What follows belongs to an exercise in optimizing a design on an open flow for a short achievable clock period and few clock cycles; a production flow would make more cautious choices. RTL that was checked went through simulation tests only; none was proved equivalent to the original. No activity file was given, so power comes from the tool's default toggle rates.

==> flow/design.v <==
`default_nettype none
package memif_pkg;
  typedef logic [31:0] u32_t;        
  typedef logic [63:0] u64_t;        
  typedef logic [39:0] axi_addr_t;   
  localparam u32_t       REG_BLOCK = 32'hffff0180;
  localparam u32_t       REG_MASK  = 32'hffffffe0;   
  localparam logic [2:0] REG_CTRL  = 3'd0;           
  localparam logic [2:0] REG_BASE  = 3'd1;           
  localparam int         CLR_BIT   = 24;             
  localparam int         BEAT_BYTES = 8;
  localparam int         BURST_LEN  = 4;             
  localparam int         LINE_BYTES = 32;
  localparam logic [7:0] ARLEN_VAL  = 8'(BURST_LEN - 1);
  typedef enum logic [1:0] {
    bs_idle,    
    bs_addr,    
    bs_data     
  } burst_state_t;
  typedef enum logic [1:0] {
    cs_idle,    
    cs_lookup,  
    cs_fill     
  } cache_state_t;
endpackage
`default_nettype wire
`timescale 1ns/1ps
`default_nettype none
import memif_pkg::*;
module memif_regs (
  input  wire        cclk,
  input  wire        reset,
  input  wire [31:0] adr,    
  input  wire [3:0]  we,     
  input  wire        re,
  input  wire [31:0] dw,
  output logic [31:0] dr,
  output logic       rdy,
  output logic [31:0] base,   
  output logic       clr     
);
  logic       cs;     
  logic [2:0] sel;    
  assign cs  = (adr & REG_MASK) == REG_BLOCK;
  assign sel = adr[4:2];
  assign clr = cs && (sel == REG_CTRL) && we[3] && dw[CLR_BIT];
  always_ff @(posedge cclk) begin
    if (reset) begin
      base <= '0;
    end else if (cs && (sel == REG_BASE)) begin
      for (int i = 0; i < 4; i++) begin
        if (we[i]) base[8*i +: 8] <= dw[8*i +: 8];   
      end
    end
  end
  always_ff @(posedge cclk) begin
    if (reset) begin
      rdy <= 1'b0;
    end else begin
      rdy <= re | (|we);   
    end
  end
  always_ff @(posedge cclk) begin
    if (re && cs && (sel == REG_BASE)) begin
      dr <= base;
    end else begin
      dr <= '0;          
    end
  end
endmodule
`default_nettype wire
`timescale 1ns/1ps
`default_nettype none
import memif_pkg::*;
module rd_cache (
  input  wire         cclk,
  input  wire         reset,
  input  wire  [31:0] c_adr,          
  input  wire         c_re,
  output logic        c_rdy,
  output logic [31:0] c_dr,
  input  wire  [31:0] base,
  input  wire         clr,            
  output logic [39:0] araddr,         
  output logic [7:0]  arlen,
  output logic        arvalid,
  input  wire         arready,
  input  wire  [63:0] rdata,          
  input  wire         rlast,
  input  wire         rvalid,
  output logic        rready
);
  localparam int NK = 8;
  logic [NK-1:0] valid;               
  logic [23:0]   tag_mem  [NK];
  logic [3:0]    bv       [NK];       
  logic [63:0]   data_mem [NK][4];
  logic [1:0]    f_v;
  logic [1:0]    f_live;              
  logic [2:0]    f_idx [2];
  logic [1:0]    f_cnt;               
  logic          st_beat;             
  logic          want_q;              
  logic          want_hi;             
  logic [31:0]   r_adr;
  logic [32:0]   ar_q;                
  logic          rdy_q;
  logic [31:0]   dr_q;
  assign arlen  = ARLEN_VAL;
  assign rready = 1'b1;               
  assign araddr = {7'd0, ar_q};
  assign c_rdy  = rdy_q;
  assign c_dr   = dr_q;
  wire beat_in = rvalid && f_v[0];
  wire beat_wr = beat_in && f_live[0];
  wire take    = want_q && rvalid;    
  wire pop     = beat_in && (f_cnt == 2'd3);
  wire push    = arvalid && arready;
  wire        accept = c_re;
  wire [2:0]  q_idx = c_adr[7:5];
  wire [1:0]  q_k   = c_adr[4:3];
  wire        q_w   = c_adr[2];
  logic [NK-1:0] q_sel, q_eq, q_hit, q_now, q_rdyl, q_miss;
  always_comb begin
    for (int i = 0; i < NK; i++) begin
      q_sel[i]  = (q_idx == 3'(i));
      q_eq[i]   = valid[i] && (tag_mem[i] == c_adr[31:8]);
      q_hit[i]  = q_sel[i] && q_eq[i];
      q_now[i]  = beat_wr && (f_idx[0] == 3'(i)) && (f_cnt == q_k);
      q_rdyl[i] = q_hit[i] && (bv[i][q_k] || q_now[i]);
      q_miss[i] = accept && q_sel[i] && !q_eq[i];
    end
  end
  wire        q_tagm = |q_hit;
  wire        q_rdy  = |q_rdyl;
  wire        alloc  = accept && !q_tagm;     
  logic [31:0] q_line_w;
  always_comb begin
    q_line_w = '0;
    for (int i = 0; i < NK; i++)
      for (int j = 0; j < 4; j++)
        for (int h = 0; h < 2; h++)
          if (c_adr[7:2] == 6'(8 * i + 2 * j + h))
            q_line_w = q_line_w | data_mem[i][j][32*h +: 32];
  end
  wire        q_nowb = beat_wr && (f_idx[0] == q_idx) && (f_cnt == q_k);
  wire        bypass = take || q_nowb;
  wire        by_hi  = take ? want_hi : q_w;
  wire  [2:0] r_idx  = r_adr[7:5];
  wire  [1:0] r_k    = r_adr[4:3];
  wire  [2:0] n_ridx = accept ? q_idx : r_idx;
  wire  [1:0] n_rk   = accept ? q_k   : r_k;
  logic       n_beat;
  logic [1:0] n_fv, n_live;
  logic [2:0] n_f0, n_f1;
  logic [1:0] n_cnt;
  always_comb begin
    if (accept) n_beat = !q_rdy;
    else        n_beat = st_beat && !take;
    n_fv = f_v; n_live = f_live; n_f0 = f_idx[0]; n_f1 = f_idx[1];
    if (pop) begin
      n_fv   = {1'b0, f_v[1]};
      n_live = {1'b0, f_live[1]};
      n_f0   = f_idx[1];
    end
    if (alloc) begin
      if (n_f0 == q_idx) n_live[0] = 1'b0;
      if (n_f1 == q_idx) n_live[1] = 1'b0;
    end
    if (push) begin
      if (!n_fv[0]) begin n_fv[0] = 1'b1; n_live[0] = 1'b1; n_f0 = r_idx; end
      else          begin n_fv[1] = 1'b1; n_live[1] = 1'b1; n_f1 = r_idx; end
    end
    n_cnt = beat_in ? f_cnt + 2'd1 : f_cnt;
  end
  always_ff @(posedge cclk) begin
    if (accept) r_adr   <= c_adr;
    if (accept) want_hi <= q_w;
    if (accept) ar_q <= {1'b0, base} + {1'b0, c_adr[31:5], 5'd0};
    dr_q <= bypass ? (by_hi ? rdata[63:32] : rdata[31:0]) : q_line_w;
  end
  always_ff @(posedge cclk) begin
    rdy_q   <= !reset && ((accept && q_rdy) || take);
    arvalid <= !reset && (alloc || (arvalid && !arready));
    if (reset) begin
      st_beat  <= 1'b0;
      want_q   <= 1'b0;
      f_v      <= 2'b00;
      f_cnt    <= 2'd0;
    end else begin
      st_beat  <= n_beat;
      want_q   <= n_beat && n_fv[0] && n_live[0] && (n_f0 == n_ridx) && (n_cnt == n_rk);
      f_v      <= n_fv;
      f_live   <= n_live;
      f_idx[0] <= n_f0;
      f_idx[1] <= n_f1;
      f_cnt    <= n_cnt;
    end
  end
  always_ff @(posedge cclk) begin
    for (int i = 0; i < NK; i++) begin
      if (accept && q_sel[i]) tag_mem[i] <= c_adr[31:8];
      for (int j = 0; j < 4; j++) begin
        if (beat_wr && f_idx[0] == 3'(i) && f_cnt == 2'(j)) begin
          data_mem[i][j] <= rdata;
          bv[i][j]       <= 1'b1;
        end
      end
      if (q_miss[i]) bv[i] <= 4'b0000;
    end
  end
  always_ff @(posedge cclk) begin
    if (reset || clr) begin
      valid <= '0;
    end else begin
      for (int i = 0; i < NK; i++) if (q_miss[i]) valid[i] <= 1'b1;
    end
  end
endmodule
`default_nettype wire
`timescale 1ns/1ps
`default_nettype none
import memif_pkg::*;
module tfacc_memif #(
  parameter int NK = 8             
) (
  input  wire         cclk,
  input  wire         reset,
  input  wire [31:0]  adr,         
  input  wire [3:0]   we,
  input  wire         re,
  input  wire [31:0]  dw,
  output logic [31:0] dr,
  output logic        rdy,
  input  wire [31:0]  c_adr,       
  input  wire         c_re,
  output logic        c_rdy,
  output logic [31:0] c_dr,
  output logic [39:0] araddr,      
  output logic [7:0]  arlen,
  output logic        arvalid,
  input  wire         arready,
  input  wire [63:0]  rdata,
  input  wire         rlast,
  input  wire         rvalid,
  output logic        rready
);
  logic [31:0] base;   
  logic        clr;    
  memif_regs u_regs (
    .cclk  (cclk),
    .reset (reset),
    .adr   (adr),
    .we    (we),
    .re    (re),
    .dw    (dw),
    .dr    (dr),
    .rdy   (rdy),
    .base  (base),
    .clr   (clr)
  );
  rd_cache u_cache (
    .cclk    (cclk),
    .reset   (reset),
    .c_adr   (c_adr),
    .c_re    (c_re),
    .c_rdy   (c_rdy),
    .c_dr    (c_dr),
    .base    (base),
    .clr     (clr),
    .araddr  (araddr),
    .arlen   (arlen),
    .arvalid (arvalid),
    .arready (arready),
    .rdata   (rdata),
    .rlast   (rlast),
    .rvalid  (rvalid),
    .rready  (rready)
  );
endmodule
`default_nettype wire
export LEC_CHECK = 0
export CAP_MARGIN = 50
export CORE_MARGIN = 2
export CORE_UTILIZATION = 50
export CTS_CLUSTER_DIAMETER = 100
export CTS_CLUSTER_SIZE = 20
export SETUP_SLACK_MARGIN = 2.75
export SLEW_MARGIN = 75
create_clock -name core_clock -period 5.5 [get_ports {cclk}]
run.sh (not shown) runs the stock make flow with config.mk's settings and CLKGATE_MAP_FILE= SYNTH_SCRIPT=/design/flow/synth_recipe.tcl, a recipe that flattens the netlist after the stock synthesis.
The baseline went through all stages and came out clean.
Testbench counts at the start, summed over its fixed seeds: cycles 130,724.
Rerun with:
SETUP_SLACK_MARGIN = 3.0   (was 2.75)
Effect:
- critical path depth is higher by 2
- cell area rose by a few percent
- core utilization came out higher by 1.9 points
- worst setup slack is better by 0.15 ns
- register-to-register slack improves by 0.17 ns
- die area is unchanged
Rerun with:
CORE_UTILIZATION = 60   (was 50)
GPL_ROUTABILITY_DRIVEN = 0   (was unset)
PLACE_DENSITY = 0.7   (was unset)
=> Cell area is lower slightly; die area falls by about a fifth; routed wire length decreases by a few percent; core utilization came out higher by 12 points; via count went up by a few percent; global-route usage is higher by 6.2 points; combinational power hardly moves; clock skew rose by 0.0080 ns.

========
lane 1:
Another version of the RTL of tfacc_memif (not shown whole).
Size: roughly 5300 cells after synthesis, about 2500 flip-flops, ~290 I/O pins, about 91000 µm² of cells after synthesis.
export LEC_CHECK = 0
export CAP_MARGIN = 50
export CORE_MARGIN = 2
export CORE_UTILIZATION = 60
export CTS_CLUSTER_DIAMETER = 100
export CTS_CLUSTER_SIZE = 20
export GPL_ROUTABILITY_DRIVEN = 0
export PLACE_DENSITY = 0.7
export SETUP_SLACK_MARGIN = 3.0
export SLEW_MARGIN = 75
create_clock -name core_clock -period 5.5 [get_ports {cclk}]
For lane 2, these inputs were changed with respect to lane 1:
-- flow/config.mk --
<<< lane 1, line 8
export CAP_MARGIN = 50
export CORE_MARGIN = 2
export CORE_UTILIZATION = 60
export CTS_CLUSTER_DIAMETER = 100
export CTS_CLUSTER_SIZE = 20
>>> lane 2, line 8
export CAP_MARGIN = 50
export CORE_MARGIN = 2
export CORE_UTILIZATION = 50
export CTS_CLUSTER_DIAMETER = 100
export CTS_CLUSTER_SIZE = 20
==> comparison <==
Lane 2: no failed stages, no open violations at the end
Lane 1 finished every step from synthesis to the final layout, and the layout passed the timing, design-rule and antenna checks.
Taking lane 1 as the reference point, the flip-flop and latch share of the layout cell area of lane 2 falls by 0.47 points.
Comparing lane 2 and lane 1, the lower number of buffers created by CTS was measured on lane 1.
Net switching fraction of the power essentially unchanged between lane 2 and lane 1.
Lane 1 → lane 2: power grew by 0.18 mW, final instance area grew by about 0.8%.
Number of non-clock buffers in the layout: lane 2 vs lane 1 down about 0.4%
Inputs modified between lane 2 and lane 3:
-- flow/config.mk --
<<< lane 2, line 11
export CTS_CLUSTER_DIAMETER = 100
export CTS_CLUSTER_SIZE = 20
export GPL_ROUTABILITY_DRIVEN = 0
export PLACE_DENSITY = 0.7
export SETUP_SLACK_MARGIN = 3.0
export SLEW_MARGIN = 75
>>> lane 3, line 11
export CTS_CLUSTER_DIAMETER = 100
export CTS_CLUSTER_SIZE = 20
export SETUP_SLACK_MARGIN = 3.0
export SLEW_MARGIN = 75
--- outcome ---
Delta(detail-routed via count per cell, lane 3 - lane 2) < 0. [diff] via count, lane 3 relative to lane 2: improvement. Compared to lane 2, lane 3 has sequential share of layout area 0.63 points lower. Changes observed in lane 3 relative to lane 2: global-route track usage on met1 went up; utilization went up. Lane 3 does better than lane 2 on final wirelength.
No functional check of the RTL was part of any run of this note.

========
Setup of run 1:
Another version of the RTL of tfacc_memif (not shown whole).
Size in the first run: roughly 2,500 flip-flops, about 290 I/O pins.
==> flow/design.v (excerpt) <==
module tfacc_memif #(
  parameter int NK = 8             
) (
  input  wire         cclk,
  input  wire         reset,
  input  wire [31:0]  adr,         
  input  wire [3:0]   we,
  input  wire         re,
  input  wire [31:0]  dw,
  output logic [31:0] dr,
  output logic        rdy,
  input  wire [31:0]  c_adr,       
  input  wire         c_re,
  output logic        c_rdy,
  output logic [31:0] c_dr,
  output logic [39:0] araddr,      
  output logic [7:0]  arlen,
  output logic        arvalid,
  input  wire         arready,
  input  wire [63:0]  rdata,
  input  wire         rlast,
  input  wire         rvalid,
  output logic        rready
);
clock: 5.5 ns
lec_check: 0
cap_margin: 20
core_margin: 2
core_utilization: 55
setup_slack_margin: 3.0
slew_margin: 20
Testbench counts of run 1, summed over its fixed seeds: cycles 130,732.
Changes in run 2 relative to run 1:
-- flow/config.mk --
<<< run 1, line 7
export LEC_CHECK = 0
export CAP_MARGIN = 20
export CORE_MARGIN = 2
export CORE_UTILIZATION = 55
export SETUP_SLACK_MARGIN = 3.0
export SLEW_MARGIN = 20
>>> run 2, line 7
export LEC_CHECK = 0
export CAP_MARGIN = 50
export CORE_MARGIN = 2
export CORE_UTILIZATION = 50
export SETUP_SLACK_MARGIN = 3.0
export SLEW_MARGIN = 75
### Flow results
Run 2 ends up with a final critical-path setup slack that is 0.011 ns lower than in run 1. When the final numbers for run 2 and run 1 were put side by side, the post-route clock period utilization turned out to be greater in run 2. Row wire length of the first global-routing pass: run 2 lower / run 1 higher. The total chip power in run 2 sits about 1% above the value recorded for run 1. Cell count was lower in run 1 than in run 2. Hold slack: run 2 vs run 1, no meaningful difference. Against run 1, area of the die in run 2 rose by a little under 10%. As far as sequential cell count goes, run 2 and run 1 are indistinguishable; the numbers are identical. Looking at clock power share across run 2 and run 1, the one that comes out lower is run 1.
For run 3, these inputs were changed with respect to run 2:
-- flow/config.mk --
<<< run 2, line 9
export CORE_MARGIN = 2
export CORE_UTILIZATION = 50
export SETUP_SLACK_MARGIN = 3.0
>>> run 3, line 9
export CORE_MARGIN = 2
export CORE_UTILIZATION = 60
export CTS_CLUSTER_DIAMETER = 100
export CTS_CLUSTER_SIZE = 20
export GPL_ROUTABILITY_DRIVEN = 0
export PLACE_DENSITY = 0.7
export SETUP_SLACK_MARGIN = 3.0
--- outcome ---
Run 3 finished end to end and its layout was clean on timing, DRC and antenna.
Minimum clock period after layout in run 3 is 0.087 ns above run 2.
The via count of run 3 exceeds that of run 2 by 4.1%.
Run 3 vs. run 2: die area shrank by 31,000 um^2; fmax shrank by 3.1%.
Diff run 2 -> run 3: non-clock buffer count in the final layout has increased; clock transition at the registers of the reported paths shows an increase of 0.03 ns; TritonCTS buffer count dropped about 40%.
Pre-CTS setup slack for run 3: 0.41 ns down relative to run 2
Delta(total routed wirelength, run 3 - run 2) < 0
Of the two values seen for critical path capture point, u_cache.dr_q[31]$_DFF_P_ was produced by run 3 and u_cache.dr_q[1]$_DFF_P_ by run 2.
Setup changes, run 3 to run 4
==> flow/config.mk <==
export PLATFORM = sky130hd
export DESIGN_NAME = tfacc_memif
export DESIGN_NICKNAME = tfacc_memif
export VERILOG_FILES = /design/flow/design.v
export SDC_FILE = /design/flow/constraint.sdc
export NUM_CORES = 4
export LEC_CHECK = 0
export CAP_MARGIN = 20
export CORE_MARGIN = 2
export CORE_UTILIZATION = 60
export SETUP_SLACK_MARGIN = 3.0
export SLEW_MARGIN = 20
--- outcome ---
Compared run 4 against run 3; register area share after synthesis within noise.
Design area: run 4 vs run 3 down about 0.9%
Compared with run 3, in run 4 share of cells above drive strength 1 fell 2.5 points, total routed wire length on the met1 layer rose about 7.4%.
Run 4 reports a lower critical path depth than run 3 does.
No stage failed in run 4, and the final checks on the layout all came back clean.
Run 4 ends up with a wire length that is 3.0 mm higher than in run 3.
Clock-buffer cell count, run 3 and run 4: higher on run 4
In the flow results for run 3 and run 4, the largest net degree at the start of global routing is smaller on run 3.
Run 4 reports a lower utilization than run 3 does.
Cell depth of the worst hold path came out exactly the same in run 3 and run 4.
Taking run 3 as the reference point, the area added between synthesis and finish of run 4 falls by 1.1 points.
Input changes introduced in run 5 (baseline for comparison: run 4):
-- flow/config.mk --
<<< run 4, line 7
export LEC_CHECK = 0
export CAP_MARGIN = 20
export CORE_MARGIN = 2
export CORE_UTILIZATION = 60
export SETUP_SLACK_MARGIN = 3.0
export SLEW_MARGIN = 20
>>> run 5, line 7
export LEC_CHECK = 0
export CAP_MARGIN = 50
export CORE_MARGIN = 2
export CORE_UTILIZATION = 42
export CTS_CLUSTER_DIAMETER = 100
export CTS_CLUSTER_SIZE = 20
export SETUP_SLACK_MARGIN = 3.0
export SLEW_MARGIN = 75
Notes after the runs:
In run 5, the peak per-stage delay on the critical path came out 0.02 ns above the value in run 4. met3 global-route usage is higher on run 4. Run 4 has higher count of multi-input gates than run 5. Looking at met1 wire length across run 5 and run 4, the one that comes out higher is run 5. For the peak supply drop, run 5 came in about 5.5% higher than run 4 did. Higher power among run 5 and run 4: run 4.
Inputs modified between run 5 and run 6:
-- flow/config.mk --
<<< run 5, line 9
export CORE_MARGIN = 2
export CORE_UTILIZATION = 42
export CTS_CLUSTER_DIAMETER = 100
>>> run 6, line 9
export CORE_MARGIN = 2
export CORE_UTILIZATION = 50
export CTS_CLUSTER_DIAMETER = 100
### Flow results
The lower worst-case setup margin in the final layout came out of run 5.
Going from run 5 to run 6, design area went down, peak per-stage delay on the critical path went down, met1 track utilization from global routing went up, total number of sequential cells did not really move.
Run comparison: run 6 startpoint of the most critical setup path c_adr[5]; run 5 startpoint of the most critical setup path c_adr[3]
Looking at wire length on met2, run 6 sits 0.47% lower than run 5 does.
Between run 6 and run 5, it is run 6 whose layout overhead on the synthesized area is lower, by 1.9 points.
Compared with run 5, in run 6 minimum clock period after layout went down by 0.099 ns, number of placement rows now smaller.

-- port drivers added, routing unchanged --
How much do the figures lean on ideal ports? The routed layouts below were timed once more, with nothing changed but the port constraints.
Step 1 assumes that a clkbuf_16 drives the clock port and a buf_2 every other input.
Step 2, shift: input delay + t, output delay - t, t = (earliest + latest rising clock arrival at the registers) / 2. This alone moves slack from input paths to output paths.
Slacks: no drivers / after step 1 / after step 2; pairs: no drivers / after step 1.
| run | t (ns) | setup WS [ns] | latest minus earliest clock arrival (ns) | worst data-port slew with drivers (ns) |
|---|---|---|---|---|
| the first run of note 1 | 0.902 | 2.709 / 2.682 / 1.780 | 0.036 / 0.036 | 0.19 |
| the second run of note 1 | 0.915 | 2.859 / 2.849 / 1.933 | 0.043 / 0.043 | 0.16 |
| the third run of note 1 | 0.899 | 2.767 / 2.674 / 1.775 | 0.050 / 0.050 | 0.22 |
| lane 1 | 0.917 | 2.698 / 2.596 / 1.679 | 0.064 / 0.064 | 0.28 |
| lane 2 | 0.954 | 2.660 / 2.612 / 1.658 | 0.068 / 0.068 | 0.24 |
| lane 3 | 0.934 | 2.669 / 2.666 / 1.732 | 0.060 / 0.060 | 0.24 |
| run 1 | 0.971 | 2.820 / 2.729 / 1.792 | 0.066 / 0.066 | 0.31 |
| run 2 | 0.960 | 2.810 / 2.819 / 1.859 | 0.049 / 0.048 | 0.24 |
| run 3 | 0.900 | 2.722 / 2.696 / 1.796 | 0.042 / 0.042 | 0.26 |
| run 4 | 0.951 | 2.842 / 2.782 / 1.913 | 0.050 / 0.050 | 0.21 |
| run 5 | 0.931 | 2.678 / 2.679 / 1.747 | 0.041 / 0.041 | 0.22 |
| run 6 | 0.925 | 2.777 / 2.813 / 1.888 | 0.044 / 0.044 | 0.23 |
After both steps setup and hold are still met in every run listed. The setup slack of run 1, which loses most, moves by -0.091 ns with the drivers and by -1.028 ns with both steps.
